Background: an optimization exercise with open tools, aiming at small area and a short achievable clock period. Do not read the settings as production practice.
No functional check of the RTL was part of any run shown here.
No activity file was given, so power comes from the tool's default toggle rates.

[flow/design.v]
`default_nettype none
package rope_sim_pkg;
    localparam int FRAC_BITS = 16;
    typedef logic signed [31:0] coord_t;
    localparam int NUM_NODES = 4;
    typedef logic [$clog2(NUM_NODES)-1:0] node_sel_t;
    localparam coord_t GRAVITY = coord_t'((3 * (1 << FRAC_BITS) + 5) / 10);
    localparam coord_t REST_LEN = coord_t'(10 << FRAC_BITS);
    localparam coord_t BASE_X = coord_t'(200 << FRAC_BITS);
    localparam coord_t NODE_SPACING = coord_t'(10 << FRAC_BITS);
    localparam int PH_VERLET  = 0;
    localparam int PH_FIX     = 1;
    localparam int PH_DONE    = 2;
    localparam int NUM_PHASES = 3;
endpackage
`default_nettype wire
`timescale 1ns/10ps
`default_nettype none
module step_sequencer (
    input  wire logic clk,
    input  wire logic reset,
    input  wire logic step,
    output logic      verlet_state,
    output logic      fix_constraint_state,
    output logic      step_done,
    output logic      busy
);
    logic [rope_sim_pkg::NUM_PHASES-1:0] phase;
    logic accept;
    assign accept = step && !busy;
    always_ff @(posedge clk) begin
        if (reset) begin
            phase <= '0;
        end else begin
            phase <= {phase[rope_sim_pkg::NUM_PHASES-2:0], accept};
        end
    end
    assign verlet_state = phase[rope_sim_pkg::PH_VERLET];
    assign fix_constraint_state = phase[rope_sim_pkg::PH_FIX];
    assign step_done = phase[rope_sim_pkg::PH_DONE];
    assign busy = |phase;
endmodule
`default_nettype wire
`timescale 1ns/10ps
`default_nettype none
module verlet_node #(
    parameter int node_id = 0
) (
    input  wire logic                 clk,
    input  wire logic                 reset,
    input  wire logic                 verlet_state,
    input  wire logic                 load,
    input  wire rope_sim_pkg::coord_t x_load,
    input  wire rope_sim_pkg::coord_t y_load,
    output rope_sim_pkg::coord_t      x_pos,
    output rope_sim_pkg::coord_t      y_pos
);
    rope_sim_pkg::coord_t x;
    rope_sim_pkg::coord_t y;
    rope_sim_pkg::coord_t px;
    rope_sim_pkg::coord_t py;
    always_ff @(posedge clk) begin
        if (reset) begin
            x  <= rope_sim_pkg::BASE_X;
            y  <= rope_sim_pkg::coord_t'(node_id) * rope_sim_pkg::NODE_SPACING;
            px <= rope_sim_pkg::BASE_X;
            py <= rope_sim_pkg::coord_t'(node_id) * rope_sim_pkg::NODE_SPACING;
        end else if (verlet_state) begin
            x  <= (x <<< 1) - px;
            y  <= (y <<< 1) - py + rope_sim_pkg::GRAVITY;
            px <= x;
            py <= y;
        end else if (load) begin
            x <= x_load;
            y <= y_load;
        end
    end
    assign x_pos = x;
    assign y_pos = y;
endmodule
`default_nettype wire
`timescale 1ns/10ps
`default_nettype none
module rope_constraint (
    input  wire logic                                     active,
    input  wire logic [rope_sim_pkg::NUM_NODES-1:0][31:0] x_in,
    input  wire logic [rope_sim_pkg::NUM_NODES-1:0][31:0] y_in,
    output logic [rope_sim_pkg::NUM_NODES-1:0][31:0]      x_fix,
    output logic [rope_sim_pkg::NUM_NODES-1:0][31:0]      y_fix
);
    function automatic rope_sim_pkg::coord_t clamp_axis(
        input logic                 en,
        input rope_sim_pkg::coord_t pos,
        input rope_sim_pkg::coord_t pred
    );
        rope_sim_pkg::coord_t offset;
        rope_sim_pkg::coord_t result;
        offset = pos - pred;
        if (en && offset > rope_sim_pkg::REST_LEN) begin
            result = pred + rope_sim_pkg::REST_LEN;
        end else if (en && offset < -rope_sim_pkg::REST_LEN) begin
            result = pred - rope_sim_pkg::REST_LEN;
        end else begin
            result = pos;
        end
        clamp_axis = result;
    endfunction
    assign x_fix[0] = x_in[0];
    assign y_fix[0] = y_in[0];
    for (genvar i = 1; i < rope_sim_pkg::NUM_NODES; i++) begin : g_clamp
        assign x_fix[i] = clamp_axis(active, x_in[i], x_fix[i-1]);
        assign y_fix[i] = clamp_axis(active, y_in[i], y_fix[i-1]);
    end
endmodule
`default_nettype wire
`timescale 1ns/10ps
`default_nettype none
module position_readout (
    input  wire logic                    clk,
    input  wire logic                    reset,
    input  wire rope_sim_pkg::node_sel_t node_sel,
    input  wire logic [rope_sim_pkg::NUM_NODES-1:0][31:0]    x_in,
    input  wire logic [rope_sim_pkg::NUM_NODES-1:0][31:0]    y_in,
    output rope_sim_pkg::coord_t         sel_x,
    output rope_sim_pkg::coord_t         sel_y
);
    always_ff @(posedge clk) begin
        if (reset) begin
            sel_x <= rope_sim_pkg::BASE_X;
            sel_y <= '0;
        end else begin
            sel_x <= x_in[node_sel];
            sel_y <= y_in[node_sel];
        end
    end
endmodule
`default_nettype wire
`timescale 1ns/10ps
`default_nettype none
module rope_sim_top (
    input  wire logic                    clk,
    input  wire logic                    reset,
    input  wire logic                    step,
    input  wire rope_sim_pkg::coord_t    anchor_x,
    input  wire rope_sim_pkg::coord_t    anchor_y,
    input  wire rope_sim_pkg::node_sel_t node_sel,
    output logic                         step_done,
    output logic                         busy,
    output rope_sim_pkg::coord_t         sel_x,
    output rope_sim_pkg::coord_t         sel_y
);
    logic verlet_state;
    logic fix_constraint_state;
    logic [rope_sim_pkg::NUM_NODES-1:0][31:0] x_pos;
    logic [rope_sim_pkg::NUM_NODES-1:0][31:0] y_pos;
    logic [rope_sim_pkg::NUM_NODES-1:0][31:0] x_cur;
    logic [rope_sim_pkg::NUM_NODES-1:0][31:0] y_cur;
    step_sequencer step_sequencer_inst (
        .clk                  (clk),
        .reset                (reset),
        .step                 (step),
        .verlet_state         (verlet_state),
        .fix_constraint_state (fix_constraint_state),
        .step_done            (step_done),
        .busy                 (busy)
    );
    verlet_node #(
        .node_id (0)
    ) node0_inst (
        .clk          (clk),
        .reset        (reset),
        .verlet_state (verlet_state),
        .load         (fix_constraint_state),
        .x_load       (anchor_x),
        .y_load       (anchor_y),
        .x_pos        (x_pos[0]),
        .y_pos        (y_pos[0])
    );
    for (genvar i = 1; i < rope_sim_pkg::NUM_NODES; i++) begin : g_node
        verlet_node #(
            .node_id (i)
        ) verlet_node_inst (
            .clk          (clk),
            .reset        (reset),
            .verlet_state (verlet_state),
            .load         (1'b1),
            .x_load       (x_cur[i]),
            .y_load       (y_cur[i]),
            .x_pos        (x_pos[i]),
            .y_pos        (y_pos[i])
        );
    end
    rope_constraint rope_constraint_inst (
        .active (step_done),
        .x_in   (x_pos),
        .y_in   (y_pos),
        .x_fix  (x_cur),
        .y_fix  (y_cur)
    );
    position_readout position_readout_inst (
        .clk      (clk),
        .reset    (reset),
        .node_sel (node_sel),
        .x_in     (x_cur),
        .y_in     (y_cur),
        .sel_x    (sel_x),
        .sel_y    (sel_y)
    );
endmodule
`default_nettype wire
[flow/run.sh]
#!/bin/bash
# synth_recipe.tcl (not shown) runs the flow's synth.tcl, then flattens the netlist and writes it again
# the make line also repeats each setting of config.mk as NAME=value (left out here)
make -C /OpenROAD-flow-scripts/flow DESIGN_CONFIG=/design/flow/config.mk WORK_HOME=/design/flow/orfs CLKGATE_MAP_FILE= SYNTH_SCRIPT=/design/flow/synth_recipe.tcl finish
[flow/config.mk]
export PLATFORM = sky130hd
export DESIGN_NAME = rope_sim_top
export DESIGN_NICKNAME = rope_sim_top
export VERILOG_FILES = /design/flow/design.v
export SDC_FILE = /design/flow/constraint.sdc
export NUM_CORES = 4
export LEC_CHECK = 0
export CAP_MARGIN = 20
export CORE_MARGIN = 2
export CORE_UTILIZATION = 40
export SLEW_MARGIN = 20
[flow/constraint.sdc]
create_clock -name core_clock -period 24.0 [get_ports {clk}]
set_input_delay 4.8000 -clock core_clock [delete_from_list [all_inputs] [get_ports {clk}]]
set_output_delay 4.8000 -clock core_clock [all_outputs]
set_load 0.01 [all_outputs]
==> results.tsv, run 1 <==
stage	metric	value	unit
drt	ant_nets	0	
clock_network	htreeDepth	3	
timing	timing.fmax	0.05792	GHz
layout	layout_commonest_cell	nor2_1	
logic_synthesis	syn_inst	6948	
power_and_ir_drop	p_comb_frac	0.641	
timing	post-route-period-util	0.7194	
clock_network	numClockSinks	579	
setup_path	endpoint	position_readout_inst.sel_y[1]	
drt	drc	0	
drt	wl	187.4	mm
drt	routed_via_density	5.865	
setup_path	r2r-end	position_readout_inst.sel_y[1]	
power_and_ir_drop	p_int	3.535	mW
timing	rsz0062_at_grt	no	
timing	hold_slack	447.5	ps
power_and_ir_drop	switching_power	3.318	mW
placed_design	hpwl	142.8	mm
drt	vias	51280	
setup_path	crit_type	flop to flop	
die	dieWidth	365.8	um
timing	tightest_slew	1154	ps
setup_path	crit_path_start_kind	flop	
logic_synthesis	ys_seq_area_frac	0.2214	
setup_path	cpMostUsedCell	a21oi_1	
setup_path	required	24580	ps
power_and_ir_drop	power_frac_seq	0.183	
drt	dr.pass1.iters	8	
setup_path	arrival	17840	ps
power_and_ir_drop	vdd_drop_max	0.00006743	V
clock_network	clock_latency	710	ps
die	ios	135	
setup_path	cp-end-kind	flop	
run	max-cap-violations	0	
timing	setup_violations	0	
logic_synthesis	synthesis.nets	7579	
die	fp.dieH	365.8	um
power_and_ir_drop	switching_share	0.4842	
layout	syn_to_final_growth	10.86	%
logic_synthesis	syn-cell-area	0.05236	mm2
global_routing	grt_pass1_wl	288.1	mm
logic_synthesis	yosysTopAreaCell	dfxtp_1	
setup_path	r2r-start	node0_inst.y[20]	
setup_path	slowest_stage	o31ai_1	
power_and_ir_drop	p_leak	23.34	nW
clock_network	cts_max_path_buffers	3	
timing	finClkSkew	42.61	ps
logic_synthesis	synth_edf_count	0	
logic_synthesis	async_flop_share	0	
layout	antenna_cells	0	
hold_path	hold_path.class	flop to flop	
global_routing	antenna_found_initial	4	
die	coreArea	0.1296	mm2
power_and_ir_drop	cellPowerDensity	118.1	mW/mm2
run_status	status	timing/DRC/antenna clean	
clock_network	cts-resized-gates	0	
global_routing	grt_use_total	0.2698	
timing	hold_violations	0	
setup_path	startpoint	node0_inst.y[20]	
power_and_ir_drop	power_frac_clock	0.176	
logic_synthesis	post_synth.cell_area_avg	7.535	um2
layout	drive_gt1_frac	0.04799	
die	std_cell_rows	132	
global_routing	grt_pass1_vias	48580	
drt	route.detailed.wl_per_inst	21.44	um
setup_path	cp_max_fo	40	
clock_network	post_cts_buffers	0	
logic_synthesis	ys_types	118	
logic_synthesis	yosys_warnings	7	
global_routing	grt_max_degree	87	
clock_network	tritoncts	built	
placed_design	gp_congestion	0.9516	
setup_path	reg2reg_slack	6740	ps
clock_network	cts_hold_buffers	0	
timing	fin_setup_tns	0	ps
logic_synthesis	ys.flop_type	dfxtp_1	
clock_network	cts_inserted_buffers	77	
die	start_util	0.4038	
timing	maxSlewViolCount	0	
layout	layout_common_cells	nor2_1, inv_1, dfxtp_1, ha_1, a21oi_1	
setup_path	critPathMaxStageDelay	650	ps
die	die_area	0.1338	mm2
logic_synthesis	yosys-top-cells-area	dfxtp_1, ha_1, mux2i_1, nor2_1, a21oi_1	
logic_synthesis	synth_top_cell_area_share	0.2214	
layout	fin_nets	7572	
clock_network	clk_pin_slew	60	ps
clock_network	root_buffer	clkbuf_16	
logic_synthesis	ys_ff_latch	579	
timing	fin_crit	17260	ps
timing	slew_headroom	0.2225	
setup_path	r2r_cells	57	
drt	dr.first_iter.drc_count	4500	
global_routing	grt_overflow	0	
placed_design	port-buffer-count	134	
==> stage by stage <==
step	total power, mW	utilization	area [um2]	worst slack (ps)	cells
floorplan	4.435	-	52360	9627	6948
global placement	5.544	0.4274	55410	7272	8604
detailed placement	5.563	0.4274	55410	6989	8604
CTS	6.810	0.4476	58030	6907	8743
global route	7.376	0.4477	58040	5354	8743
finish	6.853	0.4477	58040	6735	8743
==> Yosys cell counts, drive strengths merged (26+ instances only) <==
cell type,n
a2111oi,26
a211oi,199
a21boi,100
a21o,94
a21oi,511
a221oi,40
a31oi,49
and2,38
and3,61
buf,66
clkbuf,254
dfxtp,579
ha,548
inv,646
mux2i,321
nand2,492
nand2b,58
nand3,129
nand4,51
nor2,845
nor2b,57
nor3,174
nor4,37
o211a,44
o211ai,77
o21a,77
o21ai,407
o21bai,41
o221ai,36
o22ai,50
o31ai,29
or3,85
xnor2,237
xor2,85
==> power groups by stage <==
stage	sequential, mW	clock [mW]	combinational (mW)
final	1.25	1.21	4.39
after detailed placement	1.27	0	4.29
after global routing	1.26	1.27	4.84
after floorplan	1.18	0	3.25
after global placement	1.27	0	4.28
after CTS	1.25	1.23	4.33
==> kinds of logic after synthesis <==
| logic type | Yosys count | share of synthesized area |
|---|---|---|
| XOR/XNOR | 322 | 0.05387 |
| adder cells (fa/ha/maj) | 564 | 0.1367 |
| buffers and inverters | 975 | 0.07091 |
| AND/OR/NAND/NOR | 2139 | 0.1892 |
| flip-flops | 579 | 0.2214 |
| multiplexers | 342 | 0.06696 |
| AO/OA/AOI/OAI | 2027 | 0.2609 |
==> area by class of cell <==
type / count / area, um2
Timing Repair Buffer: 234 / 2092
Fill cell: 13250 / 71610
Clock buffer: 116 / 2313
Clock inverter: 23 / 304.0
Tap cell: 1742 / 2180
Multi-Input combinational cell: 5394 / 37090
Inverter: 655 / 2466
Sequential cell: 579 / 11600
==> worst min path at each step <==
stage,startpoint,endpoint,slack (ps),cells past startpoint
floorplan,node0_inst.py[0],node0_inst.y[0],410,1
global placement,g_node[3].verlet_node_inst.py[0],g_node[3].verlet_node_inst.y[0],430,1
detailed placement,g_node[1].verlet_node_inst.py[0],g_node[1].verlet_node_inst.y[0],430,1
CTS,g_node[1].verlet_node_inst.py[0],g_node[1].verlet_node_inst.y[0],450,1
global route,g_node[3].verlet_node_inst.py[0],g_node[3].verlet_node_inst.y[0],470,1
finish,g_node[1].verlet_node_inst.py[0],g_node[1].verlet_node_inst.y[0],450,1
==> layer usage <==
layer / vias to the layer above / wire [um] / track usage
met5: - / 11 / 0
met4: 2 / 9371 / 0.1257
met3: 360 / 10410 / 0.03702
met2: 1528 / 86010 / 0.4496
met1: 24420 / 81640 / 0.3434
li1: 24960 / - / -
==> registers in the layout (all words and copies together) (netlist names) <==
signal                       count
node0_inst.y                    32
node0_inst.px                   32
position_readout_inst.sel_x     32
position_readout_inst.sel_y     32
g_node.verlet_node_inst.px      96
g_node.verlet_node_inst.y       96
node0_inst.py                   32
node0_inst.x                    32
step_sequencer_inst.phase        3
g_node.verlet_node_inst.x       96
g_node.verlet_node_inst.py      96
==> critical path, delay by kind of cell (launching register included) <==
| kind | cells | cell delay [ps] |
|---|---|---|
| AO/OA/AOI/OAI | 25 | 6510 |
| AND/OR/NAND/NOR | 18 | 6140 |
| XOR/XNOR | 2 | 590 |
| adder cells (fa/ha/maj) | 4 | 1470 |
| buffers and inverters | 5 | 1150 |
| multiplexers | 3 | 670 |
| flip-flops | 1 | 560 |
==> run 2, diff against run 1 <==
--- a/flow/design.v
+++ b/flow/design.v
@@ -51,5 +51,5 @@
     input  wire logic                 verlet_state,
-    input  wire logic                 load,
-    input  wire rope_sim_pkg::coord_t x_load,
-    input  wire rope_sim_pkg::coord_t y_load,
+    input  wire logic                 fix_constraint_state,
+    input  wire rope_sim_pkg::coord_t x_fix_constraint,
+    input  wire rope_sim_pkg::coord_t y_fix_constraint,
     output rope_sim_pkg::coord_t      x_pos,
@@ -72,5 +72,5 @@
             py <= y;
-        end else if (load) begin
-            x <= x_load;
-            y <= y_load;
+        end else if (fix_constraint_state) begin
+            x <= x_fix_constraint;
+            y <= y_fix_constraint;
         end
@@ -84,3 +84,4 @@
 module rope_constraint (
-    input  wire logic                                     active,
+    input  wire rope_sim_pkg::coord_t anchor_x,
+    input  wire rope_sim_pkg::coord_t anchor_y,
     input  wire logic [rope_sim_pkg::NUM_NODES-1:0][31:0] x_in,
@@ -91,3 +92,2 @@
     function automatic rope_sim_pkg::coord_t clamp_axis(
-        input logic                 en,
         input rope_sim_pkg::coord_t pos,
@@ -98,5 +98,5 @@
         offset = pos - pred;
-        if (en && offset > rope_sim_pkg::REST_LEN) begin
+        if (offset > rope_sim_pkg::REST_LEN) begin
             result = pred + rope_sim_pkg::REST_LEN;
-        end else if (en && offset < -rope_sim_pkg::REST_LEN) begin
+        end else if (offset < -rope_sim_pkg::REST_LEN) begin
             result = pred - rope_sim_pkg::REST_LEN;
@@ -107,7 +107,7 @@
     endfunction
-    assign x_fix[0] = x_in[0];
-    assign y_fix[0] = y_in[0];
+    assign x_fix[0] = anchor_x;
+    assign y_fix[0] = anchor_y;
     for (genvar i = 1; i < rope_sim_pkg::NUM_NODES; i++) begin : g_clamp
-        assign x_fix[i] = clamp_axis(active, x_in[i], x_fix[i-1]);
-        assign y_fix[i] = clamp_axis(active, y_in[i], y_fix[i-1]);
+        assign x_fix[i] = clamp_axis(x_in[i], x_fix[i-1]);
+        assign y_fix[i] = clamp_axis(y_in[i], y_fix[i-1]);
     end
@@ -155,4 +155,4 @@
     logic [rope_sim_pkg::NUM_NODES-1:0][31:0] y_pos;
-    logic [rope_sim_pkg::NUM_NODES-1:0][31:0] x_cur;
-    logic [rope_sim_pkg::NUM_NODES-1:0][31:0] y_cur;
+    logic [rope_sim_pkg::NUM_NODES-1:0][31:0] x_fix;
+    logic [rope_sim_pkg::NUM_NODES-1:0][31:0] y_fix;
     step_sequencer step_sequencer_inst (
@@ -166,15 +166,3 @@
     );
-    verlet_node #(
-        .node_id (0)
-    ) node0_inst (
-        .clk          (clk),
-        .reset        (reset),
-        .verlet_state (verlet_state),
-        .load         (fix_constraint_state),
-        .x_load       (anchor_x),
-        .y_load       (anchor_y),
-        .x_pos        (x_pos[0]),
-        .y_pos        (y_pos[0])
-    );
-    for (genvar i = 1; i < rope_sim_pkg::NUM_NODES; i++) begin : g_node
+    for (genvar i = 0; i < rope_sim_pkg::NUM_NODES; i++) begin : g_node
         verlet_node #(
@@ -182,10 +170,10 @@
         ) verlet_node_inst (
-            .clk          (clk),
-            .reset        (reset),
-            .verlet_state (verlet_state),
-            .load         (1'b1),
-            .x_load       (x_cur[i]),
-            .y_load       (y_cur[i]),
-            .x_pos        (x_pos[i]),
-            .y_pos        (y_pos[i])
+            .clk                  (clk),
+            .reset                (reset),
+            .verlet_state         (verlet_state),
+            .fix_constraint_state (fix_constraint_state),
+            .x_fix_constraint     (x_fix[i]),
+            .y_fix_constraint     (y_fix[i]),
+            .x_pos                (x_pos[i]),
+            .y_pos                (y_pos[i])
         );
@@ -193,7 +181,8 @@
     rope_constraint rope_constraint_inst (
-        .active (step_done),
-        .x_in   (x_pos),
-        .y_in   (y_pos),
-        .x_fix  (x_cur),
-        .y_fix  (y_cur)
+        .anchor_x (anchor_x),
+        .anchor_y (anchor_y),
+        .x_in     (x_pos),
+        .y_in     (y_pos),
+        .x_fix    (x_fix),
+        .y_fix    (y_fix)
     );
@@ -203,4 +192,4 @@
         .node_sel (node_sel),
-        .x_in     (x_cur),
-        .y_in     (y_cur),
+        .x_in     (x_pos),
+        .y_in     (y_pos),
         .sel_x    (sel_x),
==> results.tsv, run 2 <==
stage	metric	value	unit
die	ios	135	
clock_network	cts_inserted_buffers	76	
timing	maxSlewViolCount	0	
timing	rsz0062_at_grt	no	
die	std_cell_rows	137	
hold_path	hold_path.class	flop to flop	
die	fp.dieH	379.0	um
clock_network	clk_pin_slew	50	ps
placed_design	port-buffer-count	134	
clock_network	numClockSinks	579	
global_routing	grt_pass1_wl	307.2	mm
clock_network	tritoncts	built	
logic_synthesis	ys.flop_type	dfxtp_1	
placed_design	place_inst	9091	
setup_path	required	24580	ps
global_routing	grt_overflow	0	
global_routing	grt_use_total	0.2727	
layout	layoutNonFillerInstCount	9231	
timing	post-route-period-util	0.9293	
logic_synthesis	synth_edf_count	0	
timing	fin_crit	22300	ps
logic_synthesis	syn-cell-area	0.05625	mm2
logic_synthesis	ys_seq_area_frac	0.2061	
setup_path	slowest_stage	nor4_1	
drt	routed_via_density	5.895	
setup_path	cp_max_fo	31	
logic_synthesis	yosys_warnings	7	
logic_synthesis	ys_types	127	
run	max-cap-violations	0	
logic_synthesis	ys_ff_latch	579	
layout	layout_commonest_cell	nor2_1	
setup_path	cpMostUsedCell	o21ai_0	
drt	dr.pass1.iters	6	
drt	vias	54420	
power_and_ir_drop	vdd_drop_max	0.00005258	V
clock_network	clock_latency	720	ps
hold_path	min_from	g_node[0].verlet_node_inst.py[0]	
logic_synthesis	yosys-top-cells-area	dfxtp_1, ha_1, mux2i_1, nor2_1, inv_1	
layout	layout_common_cells	nor2_1, inv_1, dfxtp_1, ha_1	
setup_path	critPathMaxStageDelay	900	ps
drt	route.detailed.wl_per_inst	21.67	um
logic_synthesis	synth_most_common_cell	nor2_1	
drt	wl	200.1	mm
layout	layout.area.seq	0.01160	mm2
setup_path	crit_path_start_kind	input port	
setup_path	r2r_cells	74	
timing	slew_headroom	0.2223	
timing	hold_violations	0	
run_status	status	timing/DRC/antenna clean	
timing	tightest_slew	1167	ps
power_and_ir_drop	cellPowerDensity	84.15	mW/mm2
clock_network	root_buffer	clkbuf_16	
layout	fillers	14200	
timing	fin_setup_tns	0	ps
die	coreArea	0.1395	mm2
clock_network	post_cts_buffers	0	
placed_design	gp_congestion	1.006	
clock_network	htreeDepth	3	
setup_path	arrival	22880	ps
global_routing	grt_pass1_vias	51880	
global_routing	antenna_found_initial	6	
die	die_area	0.1436	mm2
layout	antenna_cells	0	
hold_path	hold_depth	1	
die	start_util	0.4032	
power_and_ir_drop	p_leak	25.39	nW
setup_path	r2r-start	g_node[1].verlet_node_inst.y[0]	
placed_design	hpwl	152.6	mm
logic_synthesis	synth_commonest_cells	nor2_1, inv_1, dfxtp_1	
layout	drive_gt1_frac	0.06010	
layout	multi_input_area	0.04045	mm2
logic_synthesis	syn_inst	7353	
layout	syn_to_final_growth	9.993	%
logic_synthesis	synthesis.nets	7980	
setup_path	crit_type	input port to flop	
setup_path	startpoint	anchor_y[6]	
drt	dr.first_iter.drc_count	4166	
timing	timing.fmax	0.04484	GHz
clock_network	cts_hold_buffers	0	
global_routing	grt_max_degree	210	
logic_synthesis	post_synth.cell_area_avg	7.650	um2
clock_network	cts_max_path_buffers	3	
logic_synthesis	async_flop_share	0	
clock_network	cts-resized-gates	0	
timing	finClkSkew	35.03	ps
logic_synthesis	synth_top_cell_area_share	0.2061	
layout	fin_nets	7920	
setup_path	cp-end-kind	flop	
drt	ant_nets	0	
timing	setup_violations	0	
drt	drc	0	
logic_synthesis	yosysTopAreaCell	dfxtp_1	
die	dieWidth	379.0	um
-- run 2: power by group --
part           internal [mW]  switching [mW]
clock                  0.707           0.505
sequential              1.04           0.166
combinational           1.15            1.64
-- run 2: worst max-delay path: cells and delay by family --
family          cells  cell delay, ps
simple gates       28            6520
fa+ha+maj           4            1740
compound gates     27            7080
mux                 1             160
xor+xnor            2             890
buf+inv             6            1660
-- run 2: final timing paths --
kind / slack (ps) / to
setup reg to reg: 5910 / g_node[3].verlet_node_inst.y[31]
setup / recovery: 1700 / g_node[3].verlet_node_inst.y[31]
hold reg to reg: 430 / g_node[0].verlet_node_inst.y[0]
hold / removal: 430 / g_node[0].verlet_node_inst.y[0]
-- run 2: kinds of logic after synthesis --
family / share of synthesized area
DFF: 0.2061
xor gates and xnor gates: 0.05225
adders and majority gates: 0.1291
muxes: 0.09529
AOI/OAI and AO/OA: 0.2475
and+or+nand+nor: 0.1941
buffers and inverters: 0.07569
-- run 2: stage by stage --
step	hold slack (ps)	area (um2)	util	setup slack, ps	power [mW]
after global routing	451.1	61870	0.4434	268.2	5.585
after floorplan	412.3	56250	-	3870	3.208
after global placement	414.9	59270	0.4248	1606	3.951
after CTS	441.6	61870	0.4434	1990	5.202
after detailed placement	434.0	59270	0.4248	1287	3.960
final	434.1	61870	0.4434	1697	5.207
-- run 2: routing by layer --
| metal | track usage | vias to the layer above | share of wire | wire length, um |
|---|---|---|---|---|
| li1 | - | 26340 | - | - |
| met1 | 0.3217 | 25850 | 0.41 | 82230 |
| met2 | 0.4704 | 1704 | 0.47 | 94420 |
| met3 | 0.03303 | 515 | 0.047 | 9466 |
| met4 | 0.1661 | 6 | 0.070 | 13910 |
| met5 | 0 | - | 0.00018 | 36 |
-- run 2: final cells by class --
| type | count | area share |
|---|---|---|
| multi-input cells | 5667 | 0.6537 |
| flip-flops and latches | 579 | 0.1875 |
| clock inverters | 32 | 0.006532 |
| repair buffers | 234 | 0.03422 |
| well taps | 1876 | 0.03794 |
| clock buffers | 108 | 0.03545 |
| inverters | 735 | 0.04471 |

## separate check: timing with driven ports
How much do the figures lean on ideal ports? The routed layouts below were timed once more, with nothing changed but the port constraints.
Step 1: set_driving_cell puts a clkbuf_16 on clk and a buf_2 on each other input, an assumption about the parent block.
Step 2, shift: input delay + t, output delay - t, t = (earliest + latest rising clock arrival at the registers) / 2. This alone moves slack from input paths to output paths.
Three values: no drivers, after step 1, after step 2; two values: the first two.
run	t, ns	slack for setup (ns)	pins driven straight from the clock port
run 1	0.766	6.735 / 6.735 / 6.735	1
run 2	0.771	1.697 / 1.747 / 0.976	1
After both steps every run listed still meets setup and hold. The setup slack of run 2, which loses most, moves by +0.050 ns with the drivers and by -0.721 ns with both steps.
